What follows belongs to an exercise in optimizing a design on an open flow for small area; a production flow would make more cautious choices. The RTL was checked by simulation tests, not by an equivalence proof against the original design. Power and IR drop assume default switching activity.

// branch_predictor
module branch_predictor #(
    parameter int ENTRIES  = cpu_types_pkg::BP_ENTRIES_DEF,
    parameter int CNT_BITS = cpu_types_pkg::BP_CNT_BITS_DEF
) (
    input  logic        CLK,
    input  logic        nRST,
    input  logic [31:0] fetch_pc,
    output logic        predict_taken,
    output logic [31:0] predict_target,
    input  logic        update_en,
    input  logic [31:0] update_pc,
    input  logic        update_taken,
    input  logic [31:0] update_target,
    input  logic        update_mispredict,
    input  logic        bp_clear,
    output logic [31:0] branch_count,
    output logic [31:0] mispredict_count
);
export LEC_CHECK = 0
export CAP_MARGIN = 0
export CORE_MARGIN = 2
export CORE_UTILIZATION = 60
export PLACE_DENSITY = 0.75
export SETUP_SLACK_MARGIN = 0.1
export SLEW_MARGIN = 0
export SYNTH_HIERARCHICAL = 1
create_clock -name core_clock -period 7.5 [get_ports {CLK}]
standard.sh (not shown) runs the stock make flow with config.mk's settings and CLKGATE_MAP_FILE= SYNTH_SCRIPT=/design/flow/synth_recipe.tcl, a recipe that flattens the netlist after the stock synthesis.
==> flow/flow/run.sh <==
#!/bin/bash
# The standard layout (standard.sh), with two changes made through ORFS's own
# variables: ports are buffered with buf_1 instead of the default delay-buffer
# cell, and clock tree synthesis uses sink clusters of up to 15 registers under clkbuf_8
# without dummy loads. make's full output goes to standard.log; ORFS keeps
# each step's log under orfs/logs.
set -euo pipefail
export BUFFER_PORTS_ARGS="-buffer_cell sky130_fd_sc_hd__buf_1"
export CTS_ARGS="-sink_clustering_enable -repair_clock_nets -dont_use_dummy_load -buf_list {sky130_fd_sc_hd__clkbuf_8} -sink_clustering_size 15 -sink_clustering_max_diameter 60"
bash standard.sh > standard.log 2>&1
The baseline went through all stages and came out clean.
Then changed:
==> flow/run.sh (new file) <==
#!/bin/bash
# synth_recipe.tcl (not shown) runs the flow's synth.tcl, then flattens the netlist and writes it again
# the make line also repeats each setting of config.mk as NAME=value (left out here)
make -C /OpenROAD-flow-scripts/flow DESIGN_CONFIG=/design/flow/config.mk WORK_HOME=/design/flow/orfs CLKGATE_MAP_FILE= SYNTH_SCRIPT=/design/flow/synth_recipe.tcl finish
CTS_BUF_LIST = sky130_fd_sc_hd__clkbuf_8   (was default)
CTS_CLUSTER_DIAMETER = 60   (was default)
CTS_CLUSTER_SIZE = 18   (was default)
removed: flow/flow/run.sh
removed: flow/standard.sh
After rerunning:
- The new run produced a clean layout
- first-iteration DRC count is higher slightly
- global-route usage is about the same
- setup slack gets worse by 0.10 ns

---

== v6 ==
Starting RTL as in the previous note.
Design branch_predictor, start of the top module:
module branch_predictor #(
    parameter int ENTRIES  = cpu_types_pkg::BP_ENTRIES_DEF,
    parameter int CNT_BITS = cpu_types_pkg::BP_CNT_BITS_DEF
) (
    input  logic        CLK,
    input  logic        nRST,
    input  logic [31:0] fetch_pc,
    output logic        predict_taken,
    output logic [31:0] predict_target,
    input  logic        update_en,
    input  logic [31:0] update_pc,
    input  logic        update_taken,
    input  logic [31:0] update_target,
    input  logic        update_mispredict,
    input  logic        bp_clear,
    output logic [31:0] branch_count,
    output logic [31:0] mispredict_count
);
clock: 7.5 ns
lec_check: 0
cap_margin: 0
core_margin: 2
core_utilization: 60
place_density: 0.75
setup_slack_margin: 0.1
slew_margin: 0
synth_hierarchical: 1
==> flow/flow/run.sh <==
#!/bin/bash
# The standard layout (standard.sh), with two changes made through ORFS's own
# variables: ports are buffered with buf_1 instead of the default delay-buffer
# cell, and clock tree synthesis uses sink clusters of up to 18 registers under clkbuf_8
# without dummy loads. make's full output goes to standard.log; ORFS keeps
# each step's log under orfs/logs.
set -euo pipefail
export BUFFER_PORTS_ARGS="-buffer_cell sky130_fd_sc_hd__buf_1"
export CTS_ARGS="-sink_clustering_enable -repair_clock_nets -dont_use_dummy_load -buf_list {sky130_fd_sc_hd__clkbuf_8} -sink_clustering_size 18 -sink_clustering_max_diameter 60"
bash standard.sh > standard.log 2>&1
What v7 does differently from v6 at the input level:
Settings: SLEW_MARGIN now 20, was 0; CTS_BUF_LIST now sky130_fd_sc_hd__clkbuf_4 sky130_fd_sc_hd__clkbuf_8, previously not set; CORE_UTILIZATION now 40, was 60; CAP_MARGIN now 20, was 0; PLACE_DENSITY now 0.55, was 0.75.
==> flow/run.sh (new file) <==
#!/bin/bash
# synth_recipe.tcl (not shown) runs the flow's synth.tcl, then flattens the netlist and writes it again
# the make line also repeats each setting of config.mk as NAME=value (left out here)
make -C /OpenROAD-flow-scripts/flow DESIGN_CONFIG=/design/flow/config.mk WORK_HOME=/design/flow/orfs CLKGATE_MAP_FILE= SYNTH_SCRIPT=/design/flow/synth_recipe.tcl finish
removed: flow/flow/run.sh
removed: flow/standard.sh
### Flow results
v7 against v6: width of the die climbed 58 um; part of the cycle the worst path needs climbed 0.95 points. The final cell count in v7 sits 762 above the value recorded for v6. Summary of v7 over v6: worst hold slack across all endpoints comparable, cell area now larger, clock power share now larger. Routed wire length: v7 vs v6 up 13%.

[what the ideal ports hide]
How much do the figures lean on ideal ports? The routed layouts below were timed once more, with nothing changed but the port constraints. Step 1 assumes that a clkbuf_16 drives the clock port and a buf_2 every other input. Step 2 moves the port delays by t, midway between the first and last clock arrival at a register: inputs arrive t later, outputs are due t later. That takes back most of the time a late clock gives input paths. a / b / c = no drivers / after step 1 / after step 2; a / b = the first two.
| run | t, ns | setup slack, ns | worst hold slack (ns) | latest minus earliest clock arrival (ns) |
|---|---|---|---|---|
| the first run of note 1 | 0.758 | 0.238 / 0.209 / 0.209 | 0.498 / 0.498 / 0.498 | 0.113 / 0.113 |
| the second run of note 1 | 0.774 | 0.138 / 0.118 / 0.118 | 0.510 / 0.510 / 0.510 | 0.039 / 0.039 |
| v6 | 0.753 | 0.236 / 0.206 / 0.206 | 0.499 / 0.499 / 0.499 | 0.078 / 0.078 |
| v7 | 0.917 | 0.164 / 0.135 / 0.135 | 0.500 / 0.500 / 0.500 | 0.042 / 0.042 |
After both steps setup and hold are still met in every run listed. For v6, which loses most, drivers alone change the setup slack by -0.030 ns; drivers and shift together by -0.030 ns.
